This is an optimization exercise on Yosys and OpenROAD, whose aim is small area, not a production implementation.
In this exercise RTL edits were held to simulation tests only and were not proved equivalent to the original.
Power is estimated from default activity; no workload was simulated.

## flow/config.mk

```make
export PLATFORM = sky130hd
export DESIGN_NAME = frame_ctrl_top
export DESIGN_NICKNAME = frame_ctrl_top
export VERILOG_FILES = /design/flow/design.v
export SDC_FILE = /design/flow/constraint.sdc
export NUM_CORES = 4
export LEC_CHECK = 0
export CAP_MARGIN = 20
export CORE_AREA = 2 2 298 238
export DIE_AREA = 0 0 300 240
export PLACE_DENSITY = 0.45
export SLEW_MARGIN = 20
```

## flow/constraint.sdc

```tcl
create_clock -name core_clock -period 6.0 [get_ports {clk}]
set_input_delay 1.2000 -clock core_clock [delete_from_list [all_inputs] [get_ports {clk}]]
set_output_delay 1.2000 -clock core_clock [all_outputs]
set_load 0.01 [all_outputs]
```

## flow/design.v

```verilog
package frame_ctrl_pkg;
    typedef logic [32-1:0] addr_t;
    typedef logic [7:0] byte_t;
    typedef logic [8*9-1:0] fm_word_t;
    typedef logic [8-1:0] buf_addr_t;
    typedef logic [7:0] frm_idx_t;
    typedef struct packed {
        logic [7:0] rsvd;
        addr_t saddr;
        logic [7:0] tag;
        logic dm_type;  
        logic [23-1:0] btt;
    } dm_cmd_t;
    typedef struct packed {
        logic en;
        buf_addr_t addr;
        fm_word_t data;
    } fm_wr_t;
    typedef enum logic [2:0] {IDLE, LOAD, CORE, SAVE, FINISH} seq_state_e;
    typedef enum logic [1:0] {STOP, CMD, XFER} eng_state_e;
endpackage
`timescale 1ns/1ps
module frame_ctrl_top (
    input  logic                                              clk,
    input  logic                                              rst_n,
    input  logic                                              start,
    input  frame_ctrl_pkg::frm_idx_t                          frm_index,
    input  frame_ctrl_pkg::addr_t                             dma_addr,
    output logic                                              mm2s_cmd_valid,
    input  logic                                              mm2s_cmd_ready,
    output logic [71:0]                                       mm2s_cmd,
    input  logic                                              s_tvalid,
    output logic                                              s_tready,
    input  frame_ctrl_pkg::byte_t                             s_tdata,
    input  logic                                              s_tlast,
    output logic                                              s2mm_cmd_valid,
    input  logic                                              s2mm_cmd_ready,
    output logic [71:0]                                       s2mm_cmd,
    output logic                                              m_tvalid,
    input  logic                                              m_tready,
    output frame_ctrl_pkg::byte_t                             m_tdata,
    output logic                                              m_tkeep,
    output logic                                              m_tlast,
    output logic                                              core_valid,
    input  logic                                              core_finish,
    output logic [3*(8+8*9+1)-1:0] fm_wr,
    output logic [4*8-1:0]                 fm_rd_addr,
    input  logic [4*8*9-1:0]           fm_dout,
    output logic                                              irq
);
    localparam logic [3:0] S_IDLE  = 4'd0;
    localparam logic [3:0] S_GO    = 4'd1;   
    localparam logic [3:0] S_LCMD  = 4'd2;
    localparam logic [3:0] S_LXFER = 4'd3;
    localparam logic [3:0] S_CV    = 4'd4;   
    localparam logic [3:0] S_CW    = 4'd5;
    localparam logic [3:0] S_SGO   = 4'd6;
    localparam logic [3:0] S_SCMD  = 4'd7;
    localparam logic [3:0] S_SXFER = 4'd8;
    localparam logic [3:0] S_SDONE = 4'd9;
    localparam logic [3:0] S_FIN   = 4'd10;  
    logic [3:0] st, st_nx;
    logic lx, sx, beat;
    logic [8:0] bv;
    logic [4:0] w;
    logic       bz;
    logic [31:0] da;
    logic [7:0]  fi;
    logic [15:0] ahi;
    logic [7:0] sl [0:2][0:7];
    assign lx = (st == S_LXFER);
    assign sx = (st == S_SXFER);
    assign bz = (bv == 9'd0);
    assign mm2s_cmd_valid = (st == S_LCMD);
    assign s_tready       = lx;
    assign core_valid     = (st == S_CV);
    assign s2mm_cmd_valid = (st == S_SCMD);
    assign irq            = (st == S_FIN);
    assign m_tvalid       = sx && !bz;
    assign beat = s_tvalid && lx;
    always_comb begin
        st_nx = st;
        case (st)
            S_IDLE:  if (start) st_nx = S_GO;
            S_GO:    st_nx = S_LCMD;
            S_LCMD:  if (mm2s_cmd_ready) st_nx = S_LXFER;
            S_LXFER: if (s_tvalid && s_tlast) st_nx = S_CV;
            S_CV,
            S_CW:    st_nx = core_finish ? S_SGO : S_CW;
            S_SGO:   st_nx = S_SCMD;
            S_SCMD:  if (s2mm_cmd_ready) st_nx = S_SXFER;
            S_SXFER: if (m_tvalid && m_tready && m_tlast) st_nx = S_SDONE;
            S_SDONE: st_nx = S_FIN;
            default: st_nx = S_IDLE;
        endcase
    end
    always_ff @(posedge clk or negedge rst_n) begin
        if (!rst_n) st <= S_IDLE;
        else        st <= st_nx;
    end
    always_ff @(posedge clk) begin
        if (st == S_GO) da <= dma_addr;
    end
    always_ff @(posedge clk) begin
        if (st == S_GO)      fi <= frm_index;
        else if (st == S_CV) fi <= 8'(17);
    end
    logic [11:0] lo_sum;
    logic [4:0]  hi_inc;
    always_comb begin
        lo_sum = {1'b0, da[26:16]} + {2'd0, fi, 2'b00} + {3'd0, fi, 1'b0};
        hi_inc = da[31:27] + 1'b1;
        ahi = {lo_sum[11] ? hi_inc : da[31:27], lo_sum[10:0]};
    end
    assign mm2s_cmd = {8'h00, ahi, da[15:0], 8'h00, 1'b0, 23'(100)};
    assign s2mm_cmd = {8'h00, ahi, da[15:0], 8'h00, 1'b0, 23'(288)};
    always_ff @(posedge clk or negedge rst_n) begin
        if (!rst_n) begin
            bv <= '0;
            w  <= '0;
        end else if (lx) begin
            if (s_tvalid) begin
                if (s_tlast) begin
                    bv <= '0;
                    w  <= '0;
                end else if (w[2:1] == 2'd2) begin
                    w[2:1] <= 2'd0;
                    bv     <= bz ? 9'd1 : (bv[7] ? 9'd0 : {bv[7:0], 1'b0});
                    if (bv[7]) w[4:3] <= w[4:3] + 1'b1;
                end else begin
                    w[2:1] <= w[2:1] + 1'b1;
                end
            end
        end else if (bz) begin
            if (sx) bv <= 9'd1;
        end else if (m_tready) begin
            bv <= {bv[7:0], 1'b0};
            if (bv[8]) w <= w + 1'b1;
        end
    end
    logic [3:0] lcol;    
    logic [8:0] lslot;   
    always_comb begin
        for (int j = 0; j < 3; j++) lcol[j] = (w[2:1] == 2'(j));
        lcol[3] = 1'b0;
        lslot = {bv[7:0], bz};
    end
    for (genvar j = 0; j < 3; j++) begin : g_col
        for (genvar i = 0; i < 8; i++) begin : g_slot
            if (i < 6) begin : g_plain
                always_ff @(posedge clk) begin
                    if (beat && lcol[j] && lslot[i]) sl[j][i] <= s_tdata;
                end
            end else begin : g_clr
                always_ff @(posedge clk) begin
                    if (beat && lcol[j] && (lslot[i] || lslot[8]))
                        sl[j][i] <= lslot[8] ? 8'h00 : s_tdata;
                end
            end
        end
    end
    logic [7:0] low_byte, p6_0;
    assign low_byte = s_tlast ? 8'h00 : s_tdata;
    assign p6_0     = sl[0][6] | (s_tlast ? s_tdata : 8'h00);
    assign fm_wr[80]      = beat && ((lcol[0] && lslot[8]) || s_tlast);
    assign fm_wr[79:72]   = {6'd0, w[4:3]};
    assign fm_wr[71:0]    = {sl[0][0], sl[0][1], sl[0][2], sl[0][3], sl[0][4], sl[0][5],
                             p6_0, sl[0][7], low_byte};
    assign fm_wr[161]     = beat && ((lcol[1] && lslot[8]) || s_tlast);
    assign fm_wr[160:153] = {6'd0, w[4:3]};
    assign fm_wr[152:81]  = {sl[1][0], sl[1][1], sl[1][2], sl[1][3], sl[1][4], sl[1][5],
                             sl[1][6], sl[1][7], low_byte};
    assign fm_wr[242]     = beat && ((lcol[2] && lslot[8]) || s_tlast);
    assign fm_wr[241:234] = {6'd0, w[4:3]};
    assign fm_wr[233:162] = {sl[2][0], sl[2][1], sl[2][2], sl[2][3], sl[2][4], sl[2][5],
                             sl[2][6], sl[2][7], low_byte};
    assign m_tlast = bv[8] && (w == 5'd31);
    assign m_tkeep = 1'b1;
    logic [3:0] scol;
    logic [7:0] cbyte [0:3];
    always_comb begin
        for (int c = 0; c < 4; c++) scol[c] = (w[2:1] == 2'(c));
        for (int c = 0; c < 4; c++) begin
            cbyte[c] = '0;
            for (int i = 0; i < 9; i++)
                cbyte[c] = cbyte[c] | ({8{bv[i]}} & fm_dout[72*c + 8*(8-i) +: 8]);
        end
        m_tdata = cbyte[w[2:1]];
    end
    assign fm_rd_addr = {4{5'd0, w[4:3], w[0]}};
endmodule
```

## flow/flow/run.sh

```bash
#!/bin/bash
# The standard layout (standard.sh: ORFS synthesis to finish) with these
# layout choices changed:
#  - ABC maps the combinational logic for area (flow/abc_area_map.script in
#    place of ORFS's abc_speed.script; registers are mapped as before)
#  - port buffers use the smallest buffer cell instead of ORFS's default pick
#  - the clock tree uses clkbuf_8 with clusters of at most 16 sinks and no
#    dummy loads
#  - tie cells are not duplicated per load
# standard.sh's own output goes to standard.log here; ORFS writes each tool's
# full log under orfs/logs/.
set -e
rm -rf scripts
cp -r "$FLOW_HOME/scripts" scripts
cp flow/abc_area_map.script scripts/abc_speed.script
export SCRIPTS_DIR="$PWD/scripts"
export BUFFER_PORTS_ARGS="-buffer_cell sky130_fd_sc_hd__buf_1"
export CTS_ARGS="-sink_clustering_enable -repair_clock_nets -dont_use_dummy_load -buf_list sky130_fd_sc_hd__clkbuf_8 -sink_clustering_size 16 -sink_clustering_max_diameter 50"
export SKIP_REPAIR_TIE_FANOUT=1
bash standard.sh > standard.log 2>&1
```

## flow/flow/abc_area_map.script

```
strash
dch -f
amap
strash
dch -f
amap
topo
dnsize -c
```

## flow/standard.sh

```bash
#!/bin/bash
# synth_recipe.tcl (not shown) runs the flow's synth.tcl, then flattens the netlist and writes it again
# the make line also repeats each setting of config.mk as NAME=value (left out here)
make -C /OpenROAD-flow-scripts/flow DESIGN_CONFIG=/design/flow/config.mk WORK_HOME=/design/flow/orfs CLKGATE_MAP_FILE= SYNTH_SCRIPT=/design/flow/synth_recipe.tcl "${@:-finish}"
```

==> results.ini, run 1 <==
[layout]
n_fill_cell = 7611
mostFrequentLayoutCells = 659 x buf_1, 232 x edfxtp_1, 94 x a222oi_1, 75 x nor2_1, 49 x clkinv_1
final_cells = 2297
drive_gt1_frac = 0.0403
design_area_sq_um = 14300
area_growth_pct = 23.2
final_common_cell = buf_1
nets = 1733

[yosys]
synth_edf_count = 232
ys_ff_latch = 250
ys_seq_area_frac = 0.637
avgSynthCellArea_sq_um = 13.6
ys.flop_type = edfxtp_1
ys_warn_count = 3
synth_cells = 855
ys_types = 36
async_flop_share = 0.0720
netlist_area_sq_um = 11600

[cts]
cts_buffers = 25
cts.repair.resized = 0
cts_max_level = 1
cts_buffer_depth = 3
path_clk_slew_ps = 80
postCtsSetupRepairBufs = 0
cts_tree = done
hold_buffers = 0
cts_root_buf = clkbuf_8
clk-insertion-delay-late_ps = 580
clkSinkCount = 250

[floorplanning]
die_area_sq_um = 72000
start_util = 0.169
core-area_sq_um = 69100
die_h_um = 240
rows = 86
die_w_um = 300
io_pins = 780

[global_route]
grt_pass1_wl_um = 75000
grt_pass1_vias = 9867
grt_max_degree = 114
grt_remaining_overflow = 0
antenna_found_initial = 19
grt_use_total = 0.147

[critical_path]
end_kind = primary output
start_kind = flip-flop
critPathMaxFanout = 6
r2r_cells = 11
cp_data_required_time_ps = 4800
reg2reg_slack_ps = 2330
rr_endpoint = bv[4]
crit_arrival_ps = 3900
crit_type = flip-flop to primary output
r2r_start = bv[6]

[power_and_ir_drop]
p_per_area_nw_per_um2 = 402
ir_worst_vdd_mv = 0.286
p_leak_nw = 4.21

[timing]
fin_crit_sh = 0.850
worstMarginPinSlew_ps = 1090
hold_viol = 0
drv_slew = 0
slew_headroom = 0.273
finalSetupViolCount = 0
min_period_ps = 5100
rsz0062_at_grt = false
clock.fmax_ghz = 0.196
worst_slack_ps = 898
final.setup_skew_ps = 72.0
tns_ps = 0

[drt]
vias = 9883
drc = 0
drtAntennaViolNets = 0
drtPass1Iterations = 15
viasPerCell = 4.30
drtIter0Drc = 1223
wl_um = 56000
post_drt_wl_per_cell_um = 24.4

[place]
port_buffers = 660
post-place-ws_ps = 1530
dp_cells = 2263
hpwlAfterDp_um = 44400
place_congestion = 0.929
place_area_sq_um = 14000

[worst_hold_path]
hp-start = bv[6]
hold_depth = 2
hold_class = flip-flop to flip-flop
min_to = bv[6]

[flow_run]
cap_violations = 0

[outcome]
outcome = finished clean

==> state kept, by name, indices dropped and copies added (netlist names) <==
name	cells
da	32
sl	192
w	5
bv	9
fi	8
st	4
==> stage by stage <==
step | hold WS (ps) | total power [W] | util
final | 554 | 0.00576 | 0.208
after global placement | 537 | 0.00488 | 0.202
after floorplan | 562 | 0.00402 | -
after CTS | 556 | 0.00583 | 0.207
after global routing | 553 | 0.00613 | 0.207
after detailed placement | 543 | 0.00488 | 0.202
==> critical path: stages, from the launching register on <==
cell and delay, ps:
edfxtp_1 430, fa_1 480, ha_1 330, clkinv_1 90, o21bai_1 230, a311o_1 230
nand2_1 80, nor2_1 90, a211oi_1 70, o21ai_0 490, nand2_1 140, nor2_1 160
nand2_1 80, o21ai_0 220, buf_1 190
==> per-layer routing <==
layer,share of wire,up-vias,global-route usage
met5,0.0014,-,0
li1,-,4180,-
met2,0.46,665,0.238
met4,0.018,12,0.0265
met1,0.41,4954,0.189
met3,0.11,72,0.0533
==> kinds of logic (layout without fill, tap and decap cells) <==
logic type | Yosys count | count (layout) | share of synthesized area
buffers and inverters | 251 | 760 | 0.146
flip-flops | 250 | 250 | 0.637
AO/OA/AOI/OAI | 190 | 190 | 0.134
AND/OR/NAND/NOR | 140 | 140 | 0.0534
adder cells (fa/ha/maj) | 22 | 22 | 0.0288
other | 2 | 11 | 0.000645
==> power by group <==
part | internal [W] | switching [W]
registers | 0.00208 | 0.000144
logic | 0.000823 | 0.00179
clock network | 0.000369 | 0.000561
total | 0.00327 | 0.00249
==> area by class of cell <==
class                           count  area [sq um]  share of cell area
Sequential cell                   250          7420               0.517
Multi-Input combinational cell    354          2550               0.178
Inverter                           49           184              0.0128
Clock buffer                       25           344              0.0240
Timing Repair Buffer              686          2670               0.186
Tap cell                          924          1160              0.0806
Antenna cell                        9          22.5             0.00157
==> synthesized netlist by cell type (2+ instances only) <==
cell type / instances / share of area
a2111oi_0: 2 / 0.0015
a21oi_1: 11 / 0.0047
a222oi_1: 94 / 0.081
a22oi_1: 4 / 0.0026
a31oi_1: 32 / 0.017
a41oi_1: 2 / 0.0015
buf_4: 202 / 0.13
clkinv_1: 49 / 0.016
conb_1: 2 / 0.00064
dfrtp_1: 18 / 0.039
edfxtp_1: 232 / 0.60
fa_1: 8 / 0.014
ha_1: 14 / 0.015
nand2_1: 23 / 0.0074
nand3_1: 4 / 0.0017
nor2_1: 76 / 0.025
nor2b_1: 9 / 0.0048
nor3_1: 9 / 0.0039
o21a_1: 2 / 0.0013
o21ai_0: 15 / 0.0064
o21bai_1: 11 / 0.0071
o22ai_1: 8 / 0.0043
o32ai_1: 3 / 0.0023
or2_0: 6 / 0.0032
or4_1: 8 / 0.0052
==> worst max path at each step <==
stage | startpoint | to | slack [ps] | depth (start not counted)
5_1_grt | fi[2] | mm2s_cmd[63] | 460 | 14
4_1_cts | fi[2] | mm2s_cmd[63] | 820 | 14
3_3_place_gp | fi[2] | mm2s_cmd[63] | 1530 | 14
2_1_floorplan | fi[2] | s2mm_cmd[63] | 1690 | 14
6_report | fi[2] | mm2s_cmd[63] | 900 | 14
3_5_place_dp | fi[2] | mm2s_cmd[63] | 1530 | 14
==> inputs of run 2 (changes only) <==
--- a/flow/config.mk
+++ b/flow/config.mk
@@ -8,5 +8,4 @@
 export CAP_MARGIN = 20
 export CORE_AREA = 2 2 298 238
 export DIE_AREA = 0 0 300 240
-export PLACE_DENSITY = 0.45
 export SLEW_MARGIN = 20
==> run 2 against run 1 <==
Flip-flop and latch count unchanged; clock skew decreased by 7.7 ps; core utilization about the same; clock-buffer cell count increased by 2; via count decreased by 0.61%; power increased by 1.7%; critical path type unchanged; largest power group unchanged.
==> results.ini, run 2 <==
[drt]
drtPass1Iterations = 13  ; was 15
viasPerCell = 4.27  ; was 4.30
drtAntennaViolNets = 0  ; unchanged
drtIter0Drc = 1558  ; was 1223
wl_um = 55600  ; was 56000 um
post_drt_wl_per_cell_um = 24.2  ; was 24.4 um
vias = 9823  ; was 9883
drc = 0  ; unchanged

[critical_path]
crit_family = compound AO/OA/AOI/OAI gates  ; unchanged
slowest_stage = o21ai_0  ; unchanged
crit_buf_inv = 2  ; unchanged
crit_type = flip-flop to primary output  ; unchanged
cp_data_required_time_ps = 4800  ; about the same
worstPathCellList = fa_1 > ha_1 > clkinv_1 > o21bai_1 > a311o_1 > nand2_1 > nor2_1 > a211oi_1 > o21ai_0 > nand2_1 > nor2_1 > nand2_1 > o21ai_0 > buf_1  ; unchanged
critPathMostFrequentCell = nand2_1  ; unchanged
end_kind = primary output  ; unchanged
crit_arrival_ps = 3830  ; was 3900 ps
start_kind = flip-flop  ; unchanged
cpPeakStageDelay_ps = 500  ; was 490 ps
critPathMaxFanout = 6  ; unchanged

[cts]
cts_buffer_depth = 3  ; unchanged
cts.repair.resized = 0  ; unchanged
path_clk_slew_ps = 50  ; was 80 ps
clkSinkCount = 250  ; unchanged
cts_max_level = 1  ; unchanged
hold_buffers = 0  ; unchanged
postCtsSetupRepairBufs = 0  ; unchanged
cts_root_buf = clkbuf_8  ; unchanged
cts_tree = done  ; unchanged
clk-insertion-delay-late_ps = 610  ; was 580 ps
cts_buffers = 27  ; was 25

[power_and_ir_drop]
ir_worst_vdd_mv = 0.196  ; was 0.286 mV
p_leak_nw = 4.22  ; was 4.21 nW
p_per_area_nw_per_um2 = 408  ; was 402 nW/um^2

[yosys]
synth_top_area_frac = 0.598  ; unchanged
netlist_area_sq_um = 11600  ; unchanged
avgSynthCellArea_sq_um = 13.6  ; unchanged
ys_seq_area_frac = 0.637  ; unchanged
ys_warn_count = 3  ; unchanged
synth_common_cells = 232 x edfxtp_1, 202 x buf_4, 94 x a222oi_1  ; unchanged
ys_ff_latch = 250  ; unchanged
ys_types = 36  ; unchanged
synth_largest_area_cell = edfxtp_1  ; unchanged
synth_edf_count = 232  ; unchanged
async_flop_share = 0.0720  ; unchanged
synth_cells = 855  ; unchanged
yosys-top-cells-area = edfxtp_1 60%, buf_4 13%, a222oi_1 8.1%  ; unchanged
ys.flop_type = edfxtp_1  ; unchanged
yosysMostFrequentCell = edfxtp_1  ; unchanged

[place]
hpwlAfterDp_um = 43800  ; was 44400 um
place_congestion = 1.01  ; was 0.929
port_buffers = 660  ; unchanged
post-place-ws_ps = 1600  ; was 1530 ps

[global_route]
antenna_found_initial = 18  ; was 19
grt_remaining_overflow = 0  ; unchanged
grt_pass1_vias = 9361  ; was 9867
grt_pass1_wl_um = 72800  ; was 75000 um
grt_use_total = 0.144  ; was 0.147
grt_max_degree = 114  ; unchanged

[worst_hold_path]
hold_class = input port to asynchronous set/reset pin  ; was flip-flop to flip-flop

[timing]
min_period_ps = 5030  ; was 5100 ps
final.setup_skew_ps = 64.4  ; was 72.0 ps
worst_slack_ps = 975  ; was 898 ps
hold_ws_ps = 578  ; was 554 ps
hold_viol = 0  ; unchanged
rsz0062_at_grt = false  ; unchanged
worstMarginPinSlew_ps = 1100  ; was 1090 ps
slew_headroom = 0.267  ; was 0.273
finalSetupViolCount = 0  ; unchanged
fin_crit_sh = 0.838  ; was 0.850
tns_ps = 0  ; unchanged
drv_slew = 0  ; unchanged
clock.fmax_ghz = 0.199  ; was 0.196 GHz

[layout]
final_common_cell = buf_1  ; unchanged
top_regs = sl: 192 flops, da: 32 flops, bv: 9 flops  ; unchanged
area_growth_pct = 23.4  ; was 23.2%
largest-register = sl  ; unchanged
drive_gt1_frac = 0.0432  ; was 0.0403
nets = 1735  ; was 1733
largest_reg_flops = 192  ; unchanged
n_fill_cell = 7626  ; was 7611
mostFrequentLayoutCells = 660 x buf_1, 232 x edfxtp_1, 94 x a222oi_1, 76 x nor2_1, 49 x clkinv_1  ; was 659 x buf_1, 232 x edfxtp_1, 94 x a222oi_1, 75 x nor2_1, 49 x clkinv_1

[floorplanning]
die_h_um = 240  ; unchanged
rows = 86  ; unchanged
io_pins = 780  ; unchanged
die_area_sq_um = 72000  ; unchanged
start_util = 0.169  ; unchanged
die_w_um = 300  ; unchanged
core-area_sq_um = 69100  ; unchanged

[flow_run]
cap_violations = 0  ; unchanged

[outcome]
outcome = finished clean  ; unchanged

-- run 2: cell counts after synthesis --
Identical to the previous run, type by type.
-- run 2: cell families after synthesis --
logic type / after synthesis / share of synthesized area
flip-flops: 250 / 0.637
other: 2 / 0.000645
AO/OA/AOI/OAI: 190 / 0.134
buffers and inverters: 251 / 0.146
AND/OR/NAND/NOR: 140 / 0.0534
adder cells (fa/ha/maj): 22 / 0.0288
-- run 2: routing by layer --
| layer | wire length, um | global-route usage |
|---|---|---|
| met1 | 22500 | 0.182 |
| met2 | 24100 | 0.214 |
| met3 | 7330 | 0.0747 |
| met4 | 1500 | 0.0383 |
| met5 | 117 | 0 |
-- run 2: worst paths after layout --
check                      start  slack, ps            to  cells after the start
max reg2reg                bv[4]       2190         bv[4]                     10
min reg2reg                 w[2]        650          w[2]                      2
min in group core_clock     w[2]        650          w[2]                      2
min                        rst_n        580          w[3]                      1
max in group asynchronous  rst_n       4910         bv[3]                      2
max                        fi[2]        970  s2mm_cmd[63]                     14
-- run 2: stage by stage --
stage          instances  utilization  instance area, sq um  power [W]
2_1_floorplan        855            -                 11600    0.00402
3_3_place_gp        2262        0.202                 14000    0.00495
3_5_place_dp        2263        0.202                 14000    0.00495
4_1_cts             2290        0.208                 14300    0.00592
5_1_grt             2294        0.208                 14400    0.00623
6_report            2300        0.208                 14400    0.00586
-- run 2: layout make-up --
type | count | area [sq um] | share of cell area
Sequential cell | 250 | 7420 | 0.517
Timing Repair Buffer | 686 | 2680 | 0.186
Multi-Input combinational cell | 354 | 2530 | 0.176
Tap cell | 924 | 1160 | 0.0805
Clock buffer | 27 | 372 | 0.0259
Inverter | 49 | 184 | 0.0128
Antenna cell | 10 | 25.0 | 0.00174
-- run 2: worst reg2reg max path, delay by kind of cell (launching register included) --
kind | cells | cell delay [ps]
compound gates | 3 | 700
buf+inv | 3 | 960
flops | 1 | 1040
simple gates | 4 | 1010
-- run 2: power breakdown --
part           switching, W  internal (W)
Combinational       0.00177      0.000823
Sequential         0.000233       0.00208
Clock              0.000563      0.000396
Total               0.00256       0.00330
==> inputs of run 3 (changes only) <==
--- a/flow/flow/run.sh
+++ b/flow/flow/run.sh
@@ -15,6 +15,6 @@
 cp flow/abc_area_map.script scripts/abc_speed.script
 export SCRIPTS_DIR="$PWD/scripts"
 export BUFFER_PORTS_ARGS="-buffer_cell sky130_fd_sc_hd__buf_1"
-export CTS_ARGS="-sink_clustering_enable -repair_clock_nets -dont_use_dummy_load -buf_list sky130_fd_sc_hd__clkbuf_8 -sink_clustering_size 16 -sink_clustering_max_diameter 50"
+export CTS_ARGS="-sink_clustering_enable -repair_clock_nets -dont_use_dummy_load -buf_list sky130_fd_sc_hd__clkbuf_16 -sink_clustering_size 24 -sink_clustering_max_diameter 60"
 export SKIP_REPAIR_TIE_FANOUT=1
 bash standard.sh > standard.log 2>&1
==> run 3 against run 2 <==
Still clean; combinational power barely moved; power rose by 4.0%; hold slack improved by 43 ps; sequential share of layout area fell by 0.57 points; largest cell class unchanged.
==> results.ini, run 3 <==
[floorplanning]
die_area_sq_um = 72000  ; unchanged
rows = 86  ; unchanged
io_pins = 780  ; unchanged
die_h_um = 240  ; unchanged
die_w_um = 300  ; unchanged
start_util = 0.169  ; unchanged
core-area_sq_um = 69100  ; unchanged

[outcome]
outcome = finished clean  ; unchanged

[yosys]
netlist_area_sq_um = 11600  ; unchanged
synthAdderAreaFrac = 0.0288  ; unchanged
synth_largest_area_cell = edfxtp_1  ; unchanged
synth_xor_xnor_area_share = 0  ; unchanged
synth_simple_gate_area_frac = 0.0534  ; unchanged
ys.flop_type = edfxtp_1  ; unchanged
synth_cells = 855  ; unchanged
ys_seq_area_frac = 0.637  ; unchanged
async_flop_share = 0.0720  ; unchanged
avgSynthCellArea_sq_um = 13.6  ; unchanged
synth_common_cells = 232 x edfxtp_1, 202 x buf_4, 94 x a222oi_1  ; unchanged
ys_ff_latch = 250  ; unchanged
synth_top_family_by_area = buffers and inverters  ; unchanged
synth_edf_count = 232  ; unchanged
yosysMostFrequentCell = edfxtp_1  ; unchanged
ys_warn_count = 3  ; unchanged
ys_types = 36  ; unchanged
synthMuxAreaShare = 0  ; unchanged
synth_top_area_frac = 0.598  ; unchanged
yosys-top-cells-area = edfxtp_1 60%, buf_4 13%, a222oi_1 8.1%  ; unchanged
synth_compound_area_frac = 0.134  ; unchanged

[cts]
cts_root_buf = clkbuf_16  ; was clkbuf_8
postCtsSetupRepairBufs = 0  ; unchanged
cts_max_level = 1  ; unchanged
cts_buffer_depth = 3  ; unchanged
cts.repair.resized = 0  ; unchanged
cts_buffers = 21  ; was 27
clkSinkCount = 250  ; unchanged
cts_tree = done  ; unchanged
path_clk_slew_ps = 60  ; was 50 ps
hold_buffers = 0  ; unchanged
clk-insertion-delay-late_ps = 530  ; was 610 ps

[timing]
drv_slew = 0  ; unchanged
worstMarginPinSlew_ps = 1120  ; was 1100 ps
slew_headroom = 0.253  ; was 0.267
hold_viol = 0  ; unchanged
clock.fmax_ghz = 0.201  ; was 0.199 GHz
min_period_ps = 4970  ; was 5030 ps
rsz0062_at_grt = false  ; unchanged
final.setup_skew_ps = 55.8  ; was 64.4 ps
fin_crit_sh = 0.829  ; was 0.838
tns_ps = 0  ; unchanged
finalSetupViolCount = 0  ; unchanged
worst_slack_ps = 1030  ; was 975 ps

[global_route]
grt_remaining_overflow = 0  ; unchanged
grt_pass1_wl_um = 72500  ; was 72800 um
grt_max_degree = 114  ; unchanged
grt_pass1_vias = 9308  ; was 9361
antenna_found_initial = 20  ; was 18
grt_use_total = 0.143  ; was 0.144

[critical_path]
crit_arrival_ps = 3770  ; was 3830 ps
reg2reg_slack_ps = 2200  ; was 2190 ps
start_kind = flip-flop  ; unchanged
r2r_cells = 11  ; was 10
setup.worst_path.end = s2mm_cmd[63]  ; unchanged
cp_data_required_time_ps = 4800  ; about the same
crit_type = flip-flop to primary output  ; unchanged
critPathMaxFanout = 6  ; unchanged
worstSetupStartpoint = fi[2]  ; unchanged
rr_endpoint = bv[4]  ; unchanged
r2r_start = bv[7]  ; was bv[4]
end_kind = primary output  ; unchanged

[worst_hold_path]
hold_class = input port to asynchronous set/reset pin  ; unchanged

[drt]
viasPerCell = 4.27  ; about the same
wl_met1_um = 22500  ; about the same
wl_met2_um = 24500  ; was 24100 um
drc = 0  ; unchanged
vias = 9814  ; was 9823
post_drt_wl_per_cell_um = 24.1  ; was 24.2 um
drtIter0Drc = 1390  ; was 1558
wl_met3_um = 7060  ; was 7330 um
drtPass1Iterations = 12  ; was 13
drtAntennaViolNets = 0  ; unchanged
highest_layer = met5  ; unchanged
wl_um = 55300  ; was 55600 um

[layout]
final_common_cell = buf_1  ; unchanged
drive_gt1_frac = 0.0390  ; was 0.0432
area_growth_pct = 24.8  ; was 23.4%
utilization = 0.210  ; was 0.208
largest_reg_flops = 192  ; unchanged
nets = 1729  ; was 1735
mostFrequentLayoutCells = 660 x buf_1, 232 x edfxtp_1, 94 x a222oi_1, 76 x nor2_1, 49 x clkinv_1  ; unchanged
largest-register = sl  ; unchanged
top_regs = sl: 192 flops, da: 32 flops, bv: 9 flops  ; unchanged

[flow_run]
cap_violations = 0  ; unchanged

[place]
post-place-ws_ps = 1600  ; unchanged
port_buffers = 660  ; unchanged
hpwlAfterDp_um = 43800  ; unchanged
place_congestion = 1.01  ; unchanged

[power_and_ir_drop]
p_leak_nw = 4.28  ; was 4.22 nW
ir_worst_vdd_mv = 0.209  ; was 0.196 mV
p_per_area_nw_per_um2 = 419  ; was 408 nW/um^2

[run 3: cell counts after synthesis]
Identical to the previous run, type by type.
[run 3: worst min-delay path by stage]
stage | end | slack, ps | depth (start not counted)
3_5_place_dp | st[0] | 630 | 2
6_report | w[3] | 620 | 1
5_1_grt | w[3] | 620 | 1
4_1_cts | st[3] | 600 | 1
2_1_floorplan | w[0] | 560 | 1
3_3_place_gp | w[2] | 620 | 2
[run 3: critical path, cell delays in order (launching register included)]
cell      delay (ps)
edfxtp_1         420
fa_1             470
ha_1             330
clkinv_1          80
o21bai_1         240
a311o_1          230
nand2_1           70
nor2_1            90
a211oi_1          70
o21ai_0          510
nand2_1          140
nor2_1           140
nand2_1           80
o21ai_0          210
buf_1            180
[run 3: cells by family after synthesis]
group | Yosys count
other cells | 2
simple gates | 140
compound gates | 190
fa+ha+maj | 22
buf+inv | 251
flops | 250
[run 3: metal layers]
metal	up-vias	track usage
met5	-	0.0150
met4	12	0.0353
met3	82	0.0672
met2	715	0.214
met1	4808	0.184
li1	4197	-
[run 3: cell type report]
| type | count | area (sq um) |
|---|---|---|
| fillers | 7609 | 54600 |
| flip-flops and latches | 250 | 7420 |
| repair buffers | 686 | 2680 |
| multi-input cells | 354 | 2530 |
| well taps | 924 | 1160 |
| clock buffers | 21 | 526 |
| inverters | 49 | 184 |
| diodes | 13 | 32.5 |
[run 3: where the power goes]
group	leakage [nW]	internal, W	switching, W
registers	2.32	0.00208	0.000231
clock network	0.259	0.000614	0.000574
logic	1.71	0.000822	0.00177
total	4.28	0.00351	0.00258
[run 3: metrics by stage]
stage,total power [W],instances,hold WS (ps),instance area (sq um)
after global placement,0.00495,2262,625,14000
after detailed placement,0.00495,2263,633,14000
final,0.00609,2297,621,14500
after global routing,0.00646,2291,622,14500
after floorplan,0.00402,855,562,11600
after CTS,0.00615,2284,602,14500
==> inputs of run 4 (changes only) <==
--- a/flow/flow/run.sh
+++ b/flow/flow/run.sh
@@ -15,6 +15,6 @@
 cp flow/abc_area_map.script scripts/abc_speed.script
 export SCRIPTS_DIR="$PWD/scripts"
 export BUFFER_PORTS_ARGS="-buffer_cell sky130_fd_sc_hd__buf_1"
-export CTS_ARGS="-sink_clustering_enable -repair_clock_nets -dont_use_dummy_load -buf_list sky130_fd_sc_hd__clkbuf_16 -sink_clustering_size 24 -sink_clustering_max_diameter 60"
+export CTS_ARGS="-sink_clustering_enable -repair_clock_nets -dont_use_dummy_load -buf_list {sky130_fd_sc_hd__clkbuf_8 sky130_fd_sc_hd__clkbuf_16} -sink_clustering_size 20 -sink_clustering_max_diameter 50"
 export SKIP_REPAIR_TIE_FANOUT=1
 bash standard.sh > standard.log 2>&1
==> run 4 against run 3 <==
Still clean; routed wire length increased by 0.11%; flip-flop and latch count unchanged; core utilization increased by 0.18 points; maximum frequency decreased by 0.29%; first-iteration DRC count increased by 12%; hold slack got worse by 1.1 ps; via count about the same; synthesized cell count unchanged; synthesized area unchanged; critical endpoint unchanged.
==> results.ini, run 4 <==
[outcome]
outcome = finished clean  ; unchanged

[critical_path]
start_kind = flip-flop  ; unchanged
crit_type = flip-flop to primary output  ; unchanged
r2r_start = bv[7]  ; unchanged
critPathMaxFanout = 6  ; unchanged
end_kind = primary output  ; unchanged
worstSetupStartpoint = fi[2]  ; unchanged
cp_data_required_time_ps = 4800  ; about the same
crit_arrival_ps = 3790  ; was 3770 ps

[global_route]
grt_use_total = 0.144  ; was 0.143
grt.busiest_layer = met2  ; unchanged
grt_pass1_vias = 9396  ; was 9308
grt_use_met1 = 0.184  ; about the same
use_met2 = 0.214  ; about the same
antenna_found_initial = 20  ; unchanged
grt_max_degree = 114  ; unchanged
grt_pass1_wl_um = 72800  ; was 72500 um
grt_remaining_overflow = 0  ; unchanged
grt_util_met3 = 0.0708  ; was 0.0672

[timing]
slew_headroom = 0.275  ; was 0.253
drv_slew = 0  ; unchanged
hold_viol = 0  ; unchanged
min_period_ps = 4990  ; was 4970 ps
clock.fmax_ghz = 0.200  ; was 0.201 GHz
fin_crit_sh = 0.831  ; was 0.829
final.setup_skew_ps = 55.7  ; was 55.8 ps
tns_ps = 0  ; unchanged
rsz0062_at_grt = false  ; unchanged
worstMarginPinSlew_ps = 1080  ; was 1120 ps
finalSetupViolCount = 0  ; unchanged
worst_slack_ps = 1010  ; was 1030 ps

[power_and_ir_drop]
pwr-share-clk = 0.218  ; was 0.195
power.switching_w = 0.00263  ; was 0.00258 W
p_per_area_nw_per_um2 = 429  ; was 419 nW/um^2
p_int_w = 0.00365  ; was 0.00351 W
swShare = 0.419  ; was 0.423
fin_total_pwr_w = 0.00628  ; was 0.00609 W
sequentialPowerShare = 0.368  ; was 0.379
ir_worst_vdd_mv = 0.204  ; was 0.209 mV
p_comb_frac = 0.415  ; was 0.426
p_leak_nw = 4.35  ; was 4.28 nW

[drt]
viasPerCell = 4.26  ; was 4.27
drtAntennaViolNets = 0  ; unchanged
post_drt_wl_per_cell_um = 24.1  ; about the same
wl_um = 55400  ; was 55300 um
vias = 9808  ; was 9814
drc = 0  ; unchanged
drtIter0Drc = 1555  ; was 1390
drtPass1Iterations = 14  ; was 12

[yosys]
ys_warn_count = 3  ; unchanged
synth_top_area_frac = 0.598  ; unchanged
yosys-top-cells-area = edfxtp_1 60%, buf_4 13%, a222oi_1 8.1%  ; unchanged
ys_types = 36  ; unchanged
synth_edf_count = 232  ; unchanged
ys_ff_latch = 250  ; unchanged
ys.flop_type = edfxtp_1  ; unchanged
ys_seq_area_frac = 0.637  ; unchanged
synth_cells = 855  ; unchanged
async_flop_share = 0.0720  ; unchanged
netlist_area_sq_um = 11600  ; unchanged
avgSynthCellArea_sq_um = 13.6  ; unchanged
yosysMostFrequentCell = edfxtp_1  ; unchanged
synth_largest_area_cell = edfxtp_1  ; unchanged
synth_common_cells = 232 x edfxtp_1, 202 x buf_4, 94 x a222oi_1  ; unchanged

[worst_hold_path]
hold_class = input port to asynchronous set/reset pin  ; unchanged

[layout]
largest_reg_flops = 192  ; unchanged
drive_gt1_frac = 0.0425  ; was 0.0390
largest-register = sl  ; unchanged
area_growth_pct = 25.9  ; was 24.8%
nets = 1734  ; was 1729
n_fill_cell = 7595  ; was 7609
top_regs = sl: 192 flops, da: 32 flops, bv: 9 flops  ; unchanged
design_area_sq_um = 14700  ; was 14500 sq um
final_common_cell = buf_1  ; unchanged
mostFrequentLayoutCells = 660 x buf_1, 232 x edfxtp_1, 94 x a222oi_1, 76 x nor2_1, 49 x clkinv_1  ; unchanged
utilization = 0.212  ; was 0.210

[floorplanning]
die_h_um = 240  ; unchanged
start_util = 0.169  ; unchanged
die_w_um = 300  ; unchanged
rows = 86  ; unchanged
core-area_sq_um = 69100  ; unchanged
io_pins = 780  ; unchanged
die_area_sq_um = 72000  ; unchanged

[place]
place_congestion = 1.01  ; unchanged
port_buffers = 660  ; unchanged
place_area_sq_um = 14000  ; unchanged
post-place-ws_ps = 1600  ; unchanged
hpwlAfterDp_um = 43800  ; unchanged

[cts]
clk-insertion-delay-late_ps = 560  ; was 530 ps
cts.repair.resized = 0  ; unchanged
cts_root_buf = clkbuf_16  ; unchanged
cts_tree = done  ; unchanged
cts_buffers = 26  ; was 21
clkSinkCount = 250  ; unchanged
cts_max_level = 1  ; unchanged
hold_buffers = 0  ; unchanged
cts_buffer_depth = 3  ; unchanged
path_clk_slew_ps = 40  ; was 60 ps
postCtsSetupRepairBufs = 0  ; unchanged

[flow_run]
cap_violations = 0  ; unchanged

## run 4: path summary, 6_finish.rpt
kind,to,slack (ps),cells past startpoint
setup / recovery,s2mm_cmd[63],1010,14
max in group asynchronous,bv[3],4880,2
min in group core_clock,st[0],640,2
setup reg to reg,bv[4],2190,11
hold / removal,w[3],620,1
hold reg to reg,st[0],640,2
## run 4: cell families after synthesis
| family | count (synthesis) | synth area share |
|---|---|---|
| AOI/OAI and AO/OA | 190 | 0.134 |
| adders and majority gates | 22 | 0.0288 |
| buffers and inverters | 251 | 0.146 |
| DFF | 250 | 0.637 |
| other | 2 | 0.000645 |
| and+or+nand+nor | 140 | 0.0534 |
## run 4: through the flow
step                cells  hold WS [ps]
floorplan             855           562
global placement     2262           625
detailed placement   2263           633
CTS                  2289           595
global route         2296           614
finish               2302           619
## run 4: metal layers
metal  vias to the layer above  share of wire
met5                         -         0.0049
met4                        14          0.024
met3                       108           0.13
met2                       648           0.44
met1                      4837           0.41
li1                       4201              -
## run 4: cell type report
cell class / count / area [sq um] / area share
sequential: 250 / 7420 / 0.507
tap: 924 / 1160 / 0.0789
inverter: 49 / 184 / 0.0126
clock buffer: 26 / 651 / 0.0444
multi-input combinational: 354 / 2530 / 0.173
timing repair buffer: 686 / 2680 / 0.183
antenna: 13 / 32.5 / 0.00222
## run 4: worst max-delay path, cell delays in order, from the launching register on
cell and delay [ps]:
edfxtp_1 420, fa_1 470, ha_1 330, clkinv_1 80, o21bai_1 240, a311o_1 230, nand2_1 80, nor2_1 90
a211oi_1 70, o21ai_0 500, nand2_1 140, nor2_1 140, nand2_1 80, o21ai_0 210, buf_1 190
## run 4: power groups by stage
stage / clock network [W] / logic, W / registers (W)
floorplan: 0 / 0.00171 / 0.00230
global placement: 0 / 0.00260 / 0.00234
detailed placement: 0 / 0.00260 / 0.00235
CTS: 0.00140 / 0.00261 / 0.00231
global route: 0.00146 / 0.00285 / 0.00233
finish: 0.00137 / 0.00261 / 0.00231
==> inputs of run 5 (changes only) <==
--- a/flow/flow/run.sh
+++ b/flow/flow/run.sh
@@ -15,6 +15,6 @@
 cp flow/abc_area_map.script scripts/abc_speed.script
 export SCRIPTS_DIR="$PWD/scripts"
 export BUFFER_PORTS_ARGS="-buffer_cell sky130_fd_sc_hd__buf_1"
-export CTS_ARGS="-sink_clustering_enable -repair_clock_nets -dont_use_dummy_load -buf_list {sky130_fd_sc_hd__clkbuf_8 sky130_fd_sc_hd__clkbuf_16} -sink_clustering_size 20 -sink_clustering_max_diameter 50"
+export CTS_ARGS="-sink_clustering_enable -repair_clock_nets -dont_use_dummy_load -buf_list sky130_fd_sc_hd__clkbuf_4 -sink_clustering_size 10 -sink_clustering_max_diameter 30"
 export SKIP_REPAIR_TIE_FANOUT=1
 bash standard.sh > standard.log 2>&1
==> run 5 against run 4 <==
Clock-buffer cell count is 19 higher; largest cell class unchanged; clock skew is 39 ps higher; sequential power hardly changed; still clean on timing, DRC and antenna; core utilization is 0.45 points lower; critical path depth stayed put; worst setup slack worse by 150 ps; largest power group unchanged.
==> results.ini, run 5 <==
[cts]
path_clk_slew_ps = 60  ; was 40 ps
clk-insertion-delay-late_ps = 710  ; was 560 ps
cts_max_level = 2  ; was 1
cts_tree = done  ; unchanged
clkSinkCount = 250  ; unchanged
cts_root_buf = clkbuf_4  ; was clkbuf_16
postCtsSetupRepairBufs = 0  ; unchanged
cts_buffer_depth = 3  ; unchanged
cts.repair.resized = 0  ; unchanged
cts_buffers = 45  ; was 26
hold_buffers = 0  ; unchanged

[timing]
min_period_ps = 5140  ; was 4990 ps
slew_headroom = 0.260  ; was 0.275
worstMarginPinSlew_ps = 1110  ; was 1080 ps
final.setup_skew_ps = 94.6  ; was 55.7 ps
clock.fmax_ghz = 0.194  ; was 0.200 GHz
hold_viol = 0  ; unchanged
rsz0062_at_grt = false  ; unchanged
fin_crit_sh = 0.857  ; was 0.831
finalSetupViolCount = 0  ; unchanged
tns_ps = 0  ; unchanged
drv_slew = 0  ; unchanged

[layout]
final_common_cell = buf_1  ; unchanged
largest_reg_flops = 192  ; unchanged
area_growth_pct = 23.2  ; was 25.9%
nets = 1753  ; was 1734
drive_gt1_frac = 0.0556  ; was 0.0425
top_regs = sl: 192 flops, da: 32 flops, bv: 9 flops  ; unchanged
largest-register = sl  ; unchanged
final_cells = 2323  ; was 2302
mostFrequentLayoutCells = 660 x buf_1, 232 x edfxtp_1, 94 x a222oi_1, 76 x nor2_1, 49 x clkinv_1  ; unchanged

[drt]
drtPass1Iterations = 14  ; unchanged
post_drt_wl_per_cell_um = 23.9  ; was 24.1 um
wl_um = 55500  ; was 55400 um
drtIter0Drc = 1392  ; was 1555
vias = 9931  ; was 9808
viasPerCell = 4.28  ; was 4.26
drtAntennaViolNets = 0  ; unchanged
drc = 0  ; unchanged

[floorplanning]
die_area_sq_um = 72000  ; unchanged
die_w_um = 300  ; unchanged
io_pins = 780  ; unchanged
rows = 86  ; unchanged
die_h_um = 240  ; unchanged
start_util = 0.169  ; unchanged
core-area_sq_um = 69100  ; unchanged

[yosys]
ys_ff_latch = 250  ; unchanged
avgSynthCellArea_sq_um = 13.6  ; unchanged
netlist_area_sq_um = 11600  ; unchanged
synth_edf_count = 232  ; unchanged
yosys-top-cells-area = edfxtp_1 60%, buf_4 13%, a222oi_1 8.1%  ; unchanged
synth_common_cells = 232 x edfxtp_1, 202 x buf_4, 94 x a222oi_1  ; unchanged
synth_largest_area_cell = edfxtp_1  ; unchanged
synth_cells = 855  ; unchanged
ys.flop_type = edfxtp_1  ; unchanged
ys_seq_area_frac = 0.637  ; unchanged
ys_types = 36  ; unchanged
synth_top_area_frac = 0.598  ; unchanged
async_flop_share = 0.0720  ; unchanged
ys_warn_count = 3  ; unchanged
yosysMostFrequentCell = edfxtp_1  ; unchanged

[power_and_ir_drop]
ir_worst_vdd_mv = 0.199  ; was 0.204 mV
p_per_area_nw_per_um2 = 405  ; was 429 nW/um^2
p_leak_nw = 4.23  ; was 4.35 nW

[global_route]
grt_pass1_vias = 9473  ; was 9396
antenna_found_initial = 20  ; unchanged
grt_remaining_overflow = 0  ; unchanged
grt_pass1_wl_um = 72800  ; about the same
grt_max_degree = 114  ; unchanged
grt_use_total = 0.145  ; was 0.144

[critical_path]
end_kind = primary output  ; unchanged
crit_type = flip-flop to primary output  ; unchanged
start_kind = flip-flop  ; unchanged
crit_arrival_ps = 3940  ; was 3790 ps
cp_data_required_time_ps = 4800  ; about the same
critPathMaxFanout = 6  ; unchanged

[place]
hpwlAfterDp_um = 43800  ; unchanged
dp_cells = 2263  ; unchanged
place_congestion = 1.01  ; unchanged
port_buffers = 660  ; unchanged

[worst_hold_path]
hold_class = input port to asynchronous set/reset pin  ; unchanged

[flow_run]
cap_violations = 0  ; unchanged

[outcome]
outcome = finished clean  ; unchanged

run 5: final timing paths:
kind / start / end / slack, ps / cells after the start
worst max-delay path: fi[2] / s2mm_cmd[63] / 860 / 14
worst min-delay path: rst_n / w[3] / 490 / 1
worst max register to register: bv[4] / bv[4] / 2220 / 10
worst min register to register: st[0] / st[0] / 640 / 2
max in group asynchronous: rst_n / bv[2] / 5000 / 2
min in group core_clock: st[0] / st[0] / 640 / 2
run 5: power breakdown:
| group | switching (W) | internal, W | total (W) |
|---|---|---|---|
| registers | 0.000233 | 0.00208 | 0.00231 |
| clock network | 0.000571 | 0.000341 | 0.000912 |
| logic | 0.00177 | 0.000822 | 0.00260 |
| total | 0.00258 | 0.00324 | 0.00582 |
run 5: per-stage QoR:
step | hold WS, ps | utilization | area [sq um] | setup WS, ps | power, W
floorplan | 562 | - | 11600 | 1690 | 0.00402
global placement | 625 | 0.202 | 14000 | 1570 | 0.00495
detailed placement | 633 | 0.202 | 14000 | 1600 | 0.00495
CTS | 412 | 0.207 | 14300 | 776 | 0.00587
global route | 445 | 0.207 | 14300 | 532 | 0.00618
finish | 493 | 0.208 | 14300 | 858 | 0.00582
run 5: worst max-delay path, cell delays in order (launching register included):
cell and delay (ps):
edfxtp_1 430, fa_1 470, ha_1 330, clkinv_1 80, o21bai_1 240, a311o_1 230
nand2_1 80, nor2_1 90, a211oi_1 70, o21ai_0 510, nand2_1 140, nor2_1 140
nand2_1 80, o21ai_0 210, buf_1 190
run 5: cell families (layout without fill, tap and decap cells):
logic type      after synthesis  in the layout  share of synthesized area
simple gates                140            140                     0.0534
other cells                   2             17                   0.000645
buf+inv                     251            780                      0.146
fa+ha+maj                    22             22                     0.0288
compound gates              190            190                      0.134
flops                       250            250                      0.637
run 5: layer usage:
| layer | vias to the layer above | wire length, um | global-route usage |
|---|---|---|---|
| li1 | 4252 | - | - |
| met1 | 4825 | 22500 | 0.184 |
| met2 | 759 | 24200 | 0.213 |
| met3 | 85 | 7250 | 0.0715 |
| met4 | 10 | 1280 | 0.0412 |
| met5 | - | 264 | 0.0150 |
run 5: layout make-up:
cell class | count | area [sq um]
clock buffers | 45 | 338
well taps | 924 | 1160
fillers | 7647 | 54700
multi-input cells | 354 | 2530
flip-flops and latches | 250 | 7420
diodes | 15 | 37.5
inverters | 49 | 184
repair buffers | 686 | 2680
==> inputs of run 6 (changes only) <==
--- a/flow/design.v
+++ b/flow/design.v
@@ -101,10 +101,7 @@
     always_ff @(posedge clk) begin
         if (st == S_GO) da <= dma_addr;
     end
-    always_ff @(posedge clk) begin
-        if (st == S_GO)      fi <= frm_index;
-        else if (st == S_CV) fi <= 8'(17);
-    end
+    assign fi = sl[0][0];
     logic [11:0] lo_sum;
     logic [4:0]  hi_inc;
     always_comb begin
@@ -147,7 +144,13 @@
     end
     for (genvar j = 0; j < 3; j++) begin : g_col
         for (genvar i = 0; i < 8; i++) begin : g_slot
-            if (i < 6) begin : g_plain
+            if (i == 0 && j == 0) begin : g_cfg
+                always_ff @(posedge clk) begin
+                    if (st == S_GO)                     sl[j][i] <= frm_index;
+                    else if (st == S_CV)                sl[j][i] <= 8'(17);
+                    else if (beat && lcol[j] && lslot[i]) sl[j][i] <= s_tdata;
+                end
+            end else if (i < 6) begin : g_plain
                 always_ff @(posedge clk) begin
                     if (beat && lcol[j] && lslot[i]) sl[j][i] <= s_tdata;
                 end
==> run 6 against run 5 <==
Clock skew is 4.2 ps lower; synthesized area is 1.9% lower; routed wire length is 7.3% lower; power is 1.8% higher; sequential power is 3% lower; maximum frequency is 4.0% lower; die area stayed put; worst setup slack worse by 210 ps; combinational power is 8.1% higher; critical path depth stayed put; critical path type unchanged; largest power group unchanged.
==> results.ini, run 6 <==
[critical_path]
r2r_start = bv[7]  ; was bv[4]
crit_arrival_ps = 4160  ; was 3940 ps
critPathMaxFanout = 6  ; unchanged
rr_endpoint = sl[16][1]  ; was bv[4]
cp_data_required_time_ps = 4800  ; about the same
crit_type = flip-flop to primary output  ; unchanged
reg2reg_slack_ps = 2400  ; was 2220 ps
end_kind = primary output  ; unchanged
r2r_cells = 6  ; was 10
start_kind = flip-flop  ; unchanged

[timing]
slew_headroom = 0.282  ; was 0.260
finalSetupViolCount = 0  ; unchanged
final.setup_skew_ps = 90.4  ; was 94.6 ps
drv_slew = 0  ; unchanged
worstMarginPinSlew_ps = 1070  ; was 1110 ps
fin_crit_sh = 0.893  ; was 0.857
rsz0062_at_grt = false  ; unchanged
min_period_ps = 5360  ; was 5140 ps
clock.fmax_ghz = 0.187  ; was 0.194 GHz
hold_ws_ps = 497  ; was 493 ps
hold_viol = 0  ; unchanged
tns_ps = 0  ; unchanged

[cts]
cts_root_buf = clkbuf_4  ; unchanged
postCtsSetupRepairBufs = 0  ; unchanged
path_clk_slew_ps = 100  ; was 60 ps
cts_max_level = 2  ; unchanged
cts_tree = done  ; unchanged
hold_buffers = 0  ; unchanged
cts_buffers = 44  ; was 45
clk-insertion-delay-late_ps = 710  ; about the same
clkSinkCount = 242  ; was 250
cts_buffer_depth = 3  ; unchanged
cts.repair.resized = 0  ; unchanged

[global_route]
grt_remaining_overflow = 0  ; unchanged
antenna_found_initial = 4  ; was 20
grt_max_degree = 114  ; unchanged
grt_pass1_wl_um = 67300  ; was 72800 um
grt_pass1_vias = 8914  ; was 9473
grt_use_total = 0.132  ; was 0.145

[layout]
area_growth_pct = 23.5  ; was 23.2%
mostFrequentLayoutCells = 659 x buf_1, 224 x edfxtp_1, 92 x a222oi_1, 80 x nor2_1, 50 x clkinv_1  ; was 660 x buf_1, 232 x edfxtp_1, 94 x a222oi_1, 76 x nor2_1, 49 x clkinv_1
largest-register = sl  ; unchanged
drive_gt1_frac = 0.0548  ; was 0.0556
nets = 1755  ; was 1753
final_cells = 2318  ; was 2323
final_common_cell = buf_1  ; unchanged
top_regs = sl: 192 flops, da: 32 flops, bv: 9 flops  ; unchanged
largest_reg_flops = 192  ; unchanged

[floorplanning]
rows = 86  ; unchanged
core-area_sq_um = 69100  ; unchanged
die_area_sq_um = 72000  ; unchanged
die_w_um = 300  ; unchanged
die_h_um = 240  ; unchanged
io_pins = 780  ; unchanged
start_util = 0.165  ; was 0.169

[yosys]
ys.flop_type = edfxtp_1  ; unchanged
ys_ff_latch = 242  ; was 250
netlist_area_sq_um = 11400  ; was 11600 sq um
yosysMostFrequentCell = edfxtp_1  ; unchanged
synth_largest_area_cell = edfxtp_1  ; unchanged
async_flop_share = 0.0744  ; was 0.0720
synth_cells = 857  ; was 855
ys_seq_area_frac = 0.628  ; was 0.637
ys_warn_count = 3  ; unchanged
ys_types = 33  ; was 36
yosys-top-cells-area = edfxtp_1 59%, buf_4 13%, a222oi_1 8.1%  ; was edfxtp_1 60%, buf_4 13%, a222oi_1 8.1%
synth_edf_count = 224  ; was 232
synth_top_area_frac = 0.589  ; was 0.598
avgSynthCellArea_sq_um = 13.3  ; was 13.6 sq um
synth_common_cells = 224 x edfxtp_1, 202 x buf_4, 92 x a222oi_1  ; was 232 x edfxtp_1, 202 x buf_4, 94 x a222oi_1

[place]
place_congestion = 0.998  ; was 1.01
hpwlAfterDp_um = 41300  ; was 43800 um
dp_cells = 2266  ; was 2263
port_buffers = 660  ; unchanged

[power_and_ir_drop]
p_leak_nw = 4.17  ; was 4.23 nW
ir_worst_vdd_mv = 0.275  ; was 0.199 mV
pwr-share-clk = 0.146  ; was 0.157
sequentialPowerShare = 0.378  ; was 0.397
p_comb_frac = 0.475  ; was 0.446
swShare = 0.450  ; was 0.443
p_per_area_nw_per_um2 = 420  ; was 405 nW/um^2
p_int_w = 0.00326  ; was 0.00324 W
power.switching_w = 0.00267  ; was 0.00258 W

[worst_hold_path]
hold_class = input port to asynchronous set/reset pin  ; unchanged

[drt]
drtIter0Drc = 1528  ; was 1392
post_drt_wl_per_cell_um = 22.2  ; was 23.9 um
drtAntennaViolNets = 0  ; unchanged
wl_um = 51400  ; was 55500 um
drtPass1Iterations = 17  ; was 14
drc = 0  ; unchanged
vias = 9849  ; was 9931
viasPerCell = 4.25  ; was 4.28

[flow_run]
cap_violations = 0  ; unchanged

[outcome]
outcome = finished clean  ; unchanged

[run 6: power groups by stage]
stage	clock [W]	combinational, W	sequential (W)
2_1_floorplan	0	0.00186	0.00228
3_3_place_gp	0	0.00276	0.00227
3_5_place_dp	0	0.00275	0.00227
4_1_cts	0.000904	0.00276	0.00224
5_1_grt	0.000969	0.00305	0.00226
6_report	0.000867	0.00281	0.00224
[run 6: per-stage QoR]
step / setup WS (ps) / power (W) / utilization / area [sq um]
CTS: 596 / 0.00590 / 0.204 / 14100
detailed placement: 1400 / 0.00502 / 0.199 / 13700
finish: 643 / 0.00592 / 0.204 / 14100
global placement: 1410 / 0.00503 / 0.199 / 13700
global route: 350 / 0.00628 / 0.204 / 14100
floorplan: 1590 / 0.00414 / - / 11400
[run 6: area by class of cell]
cell class,instances,area (sq um)
Fill cell,7605,55000
Sequential cell,242,7180
Timing Repair Buffer,687,2680
Multi-Input combinational cell,363,2550
Tap cell,924,1160
Clock buffer,44,330
Inverter,50,188
Antenna cell,8,20.0
[run 6: worst max-delay path, stage by stage (launching register included)]
cell and delay (ps):
edfxtp_1 470, fa_1 500, ha_1 330, clkinv_1 80, o21bai_1 260, a311o_1 230
nand2_1 70, nor2_1 90, a211oi_1 70, o21ai_0 560, nand2_1 160, nor2_1 150
nand2_1 80, o21ai_0 240, buf_1 190
[run 6: worst max path at each step]
stage / from / end / slack (ps) / depth (start not counted)
after floorplan: sl[0][2] / s2mm_cmd[63] / 1590 / 14
after global placement: fm_dout[10] / m_tdata[2] / 1410 / 5
after detailed placement: sl[0][2] / mm2s_cmd[63] / 1400 / 14
after CTS: sl[0][2] / mm2s_cmd[63] / 600 / 14
after global routing: sl[0][2] / mm2s_cmd[63] / 350 / 14
final: sl[0][2] / mm2s_cmd[63] / 640 / 14
[run 6: cells by family after synthesis]
family	synth area share
buffers and inverters	0.149
AO/OA/AOI/OAI	0.143
AND/OR/NAND/NOR	0.0502
adder cells (fa/ha/maj)	0.0293
other	0.000657
flip-flops	0.628
[run 6: routing by layer]
metal,share of wire,GRT usage,wire [um]
met5,0.0021,0.00884,106
met4,0.020,0.0344,1040
met3,0.14,0.0732,7450
met2,0.41,0.180,21000
met1,0.43,0.177,21900
==> inputs of run 7 (changes only) <==
--- a/flow/flow/run.sh
+++ b/flow/flow/run.sh
@@ -15,6 +15,7 @@
 cp flow/abc_area_map.script scripts/abc_speed.script
 export SCRIPTS_DIR="$PWD/scripts"
 export BUFFER_PORTS_ARGS="-buffer_cell sky130_fd_sc_hd__buf_1"
-export CTS_ARGS="-sink_clustering_enable -repair_clock_nets -dont_use_dummy_load -buf_list sky130_fd_sc_hd__clkbuf_4 -sink_clustering_size 10 -sink_clustering_max_diameter 30"
+export CTS_ARGS="-sink_clustering_enable -repair_clock_nets -dont_use_dummy_load -buf_list sky130_fd_sc_hd__clkbuf_8 -sink_clustering_size 16 -sink_clustering_max_diameter 50"
 export SKIP_REPAIR_TIE_FANOUT=1
+export REMOVE_ABC_BUFFERS=1
 bash standard.sh > standard.log 2>&1
--- a/flow/config.mk
+++ b/flow/config.mk
@@ -8,4 +8,5 @@
 export CAP_MARGIN = 20
 export CORE_AREA = 2 2 298 238
 export DIE_AREA = 0 0 300 240
+export GPL_TIMING_DRIVEN = 0
 export SLEW_MARGIN = 20
==> run 7 against run 6 <==
Cell area grew 0.22%; clock-buffer cell count shrank 16; critical path depth grew 1; die area is the same; core utilization is essentially flat; synthesized area is the same; critical endpoint unchanged; worst setup slack gained 210 ps; synthesized cell count is the same; flip-flop and latch count is the same; maximum frequency grew 4.0%; non-clock buffer count shrank 19; routed wire length shrank 2.8%.
==> results.ini, run 7 <==
[outcome]
outcome = finished clean  ; unchanged

[yosys]
synth_common_cells = 224 x edfxtp_1, 202 x buf_4, 92 x a222oi_1  ; unchanged
ys_seq_area_frac = 0.628  ; unchanged
yosys-top-cells-area = edfxtp_1 59%, buf_4 13%, a222oi_1 8.1%  ; unchanged
ys_warn_count = 3  ; unchanged
yosysMostFrequentCell = edfxtp_1  ; unchanged
synth_largest_area_cell = edfxtp_1  ; unchanged
ys_ff_latch = 242  ; unchanged
synth_xor_xnor_area_share = 0  ; unchanged
async_flop_share = 0.0744  ; unchanged
synth_top_family_by_area = buffers and inverters  ; unchanged
ys.flop_type = edfxtp_1  ; unchanged
synth_simple_gate_area_frac = 0.0502  ; unchanged
synthMuxAreaShare = 0  ; unchanged
ys_types = 33  ; unchanged
synth_cells = 857  ; unchanged
synthAdderAreaFrac = 0.0293  ; unchanged
avgSynthCellArea_sq_um = 13.3  ; unchanged
netlist_area_sq_um = 11400  ; unchanged
synth_edf_count = 224  ; unchanged
synth_compound_area_frac = 0.143  ; unchanged
synth_top_area_frac = 0.589  ; unchanged

[cts]
cts_max_level = 1  ; was 2
clk-insertion-delay-late_ps = 600  ; was 710 ps
clkSinkCount = 242  ; unchanged
cts_buffer_depth = 3  ; unchanged
cts_root_buf = clkbuf_8  ; was clkbuf_4
hold_buffers = 0  ; unchanged
postCtsSetupRepairBufs = 0  ; unchanged
cts_buffers = 28  ; was 44
cts_tree = done  ; unchanged
path_clk_slew_ps = 70  ; was 100 ps
cts.repair.resized = 0  ; unchanged

[layout]
nets = 1720  ; was 1755
area_growth_pct = 23.8  ; was 23.5%
mostFrequentLayoutCells = 651 x buf_1, 224 x edfxtp_1, 92 x a222oi_1, 81 x nor2_1, 49 x clkinv_1  ; was 659 x buf_1, 224 x edfxtp_1, 92 x a222oi_1, 80 x nor2_1, 50 x clkinv_1
utilization = 0.205  ; was 0.204
final_common_cell = buf_1  ; unchanged
drive_gt1_frac = 0.0422  ; was 0.0548
largest-register = sl  ; unchanged
largest_reg_flops = 192  ; unchanged
final_cells = 2281  ; was 2318
top_regs = sl: 192 flops, da: 32 flops, bv: 9 flops  ; unchanged
n_fill_cell = 7524  ; was 7605

[drt]
drc = 0  ; unchanged
drtPass1Iterations = 9  ; was 17
post_drt_wl_per_cell_um = 21.9  ; was 22.2 um
drtIter0Drc = 1286  ; was 1528
drtAntennaViolNets = 0  ; unchanged
viasPerCell = 4.20  ; was 4.25
vias = 9571  ; was 9849
wl_um = 50000  ; was 51400 um

[global_route]
grt_remaining_overflow = 0  ; unchanged
antenna_found_initial = 10  ; was 4
grt_pass1_wl_um = 66300  ; was 67300 um
grt_use_total = 0.130  ; was 0.132
grt_max_degree = 114  ; unchanged
grt_pass1_vias = 9069  ; was 8914

[floorplanning]
start_util = 0.165  ; unchanged
die_h_um = 240  ; unchanged
core-area_sq_um = 69100  ; unchanged
die_area_sq_um = 72000  ; unchanged
io_pins = 780  ; unchanged
rows = 86  ; unchanged
die_w_um = 300  ; unchanged

[critical_path]
end_kind = primary output  ; unchanged
cp_data_required_time_ps = 4800  ; about the same
start_kind = flip-flop  ; unchanged
critPathMaxFanout = 6  ; unchanged
crit_type = flip-flop to primary output  ; unchanged
crit_arrival_ps = 3950  ; was 4160 ps

[power_and_ir_drop]
p_leak_nw = 4.11  ; was 4.17 nW
ir_worst_vdd_mv = 0.243  ; was 0.275 mV
p_per_area_nw_per_um2 = 414  ; was 420 nW/um^2

[place]
place_congestion = 0.898  ; was 0.998
port_buffers = 660  ; unchanged
dp_cells = 2247  ; was 2266
post-place-ws_ps = 1230  ; was 1400 ps
hpwlAfterDp_um = 39200  ; was 41300 um

[timing]
slew_headroom = 0.264  ; was 0.282
worst_slack_ps = 851  ; was 643 ps
tns_ps = 0  ; unchanged
finalSetupViolCount = 0  ; unchanged
min_period_ps = 5150  ; was 5360 ps
worstMarginPinSlew_ps = 1100  ; was 1070 ps
hold_viol = 0  ; unchanged
rsz0062_at_grt = false  ; unchanged
final.setup_skew_ps = 77.3  ; was 90.4 ps
clock.fmax_ghz = 0.194  ; was 0.187 GHz
drv_slew = 0  ; unchanged
fin_crit_sh = 0.858  ; was 0.893

[worst_hold_path]
hold_class = input port to asynchronous set/reset pin  ; unchanged

[flow_run]
cap_violations = 0  ; unchanged

-- run 7: cell counts after synthesis --
No cell type changed its count.
-- run 7: power by group --
part	leakage (nW)	switching, W	internal, W
logic	1.67	0.00181	0.000876
registers	2.24	0.000183	0.00204
clock network	0.201	0.000531	0.000409
total	4.11	0.00252	0.00333
-- run 7: cell type report --
class                           count  area, sq um  share of cell area
Antenna cell                        6         15.0             0.00106
Clock buffer                       28          385              0.0273
Inverter                           50          189              0.0134
Multi-Input combinational cell    363         2560               0.181
Sequential cell                   242         7190               0.508
Tap cell                          924         1160              0.0818
Timing Repair Buffer              668         2650               0.187
-- run 7: cell families after synthesis --
family / count (synthesis)
AND/OR/NAND/NOR: 136
adder cells (fa/ha/maj): 22
buffers and inverters: 252
AO/OA/AOI/OAI: 203
other: 2
flip-flops: 242
-- run 7: final timing paths --
check | cells after the start | start | to | slack (ps)
max | 15 | sl[0][1] | mm2s_cmd[63] | 850
min | 1 | rst_n | bv[6] | 580
max reg2reg | 10 | st[2] | bv[4] | 2300
min reg2reg | 2 | st[1] | st[1] | 620
max in group asynchronous | 1 | rst_n | st[1] | 5030
min in group core_clock | 2 | st[1] | st[1] | 620
-- run 7: metrics by stage --
step           power, W  hold slack (ps)  area (sq um)
2_1_floorplan   0.00373              553          9910
3_3_place_gp    0.00485              596         13500
3_5_place_dp    0.00495              611         13700
4_1_cts         0.00590              558         14100
5_1_grt         0.00627              567         14100
6_report        0.00585              583         14100
-- run 7: worst max-delay path, cell delays in order (launching register included) --
cell	delay [ps]
edfxtp_1	480
fa_1	600
ha_1	230
a21oi_1	150
o21bai_1	110
a311o_1	390
nand2_1	100
nor2_1	40
a211oi_1	350
o21ai_0	310
nand2_1	160
nor2_1	60
nand2_1	70
nand2_1	50
o21ai_0	90
buf_1	200
-- run 7: layer usage --
metal  GRT usage  up-vias  part of all wire
li1            -     4162                 -
met1       0.149     4560              0.37
met2       0.233      734              0.50
met3      0.0323      111             0.091
met4      0.0488        4             0.037
met5           0        -           0.00054

-- re-timing with driven ports --
The results above use ideal ports. As a check the final layouts listed here were re-extracted and re-timed, cells and wires unchanged.
Step 1 (the two cells are an assumption about what drives the block):
set clk [get_ports {clk}]
set_driving_cell -lib_cell sky130_fd_sc_hd__clkbuf_16 $clk
set_driving_cell -lib_cell sky130_fd_sc_hd__buf_2 [delete_from_list [all_inputs] $clk]
Step 2 times the ports against the registers' clock, not the clock port: input delays grow and output delays shrink by t, the midpoint of the rising clock arrivals with the driver on.
a / b / c = ideal / step 1 / step 2; a / b = the first two.
| run | t, ns | slack for setup (ns) | latest minus earliest clock arrival (ns) | worst data-port slew with drivers (ns) |
|---|---|---|---|---|
| run 1 | 0.612 | 0.898 / 0.845 / 1.457 | 0.100 / 0.101 | 0.14 |
| run 2 | 0.629 | 0.975 / 0.920 / 1.526 | 0.066 / 0.066 | 0.21 |
| run 3 | 0.564 | 1.027 / 0.968 / 1.522 | 0.058 / 0.059 | 0.22 |
| run 4 | 0.591 | 1.012 / 0.951 / 1.536 | 0.057 / 0.057 | 0.22 |
| run 5 | 0.718 | 0.858 / 0.802 / 1.519 | 0.099 / 0.099 | 0.22 |
| run 6 | 0.716 | 0.643 / 0.592 / 1.287 | 0.090 / 0.090 | 0.18 |
| run 7 | 0.617 | 0.851 / 0.797 / 1.295 | 0.077 / 0.077 | 0.18 |
After both steps setup and hold are still met in every run listed.
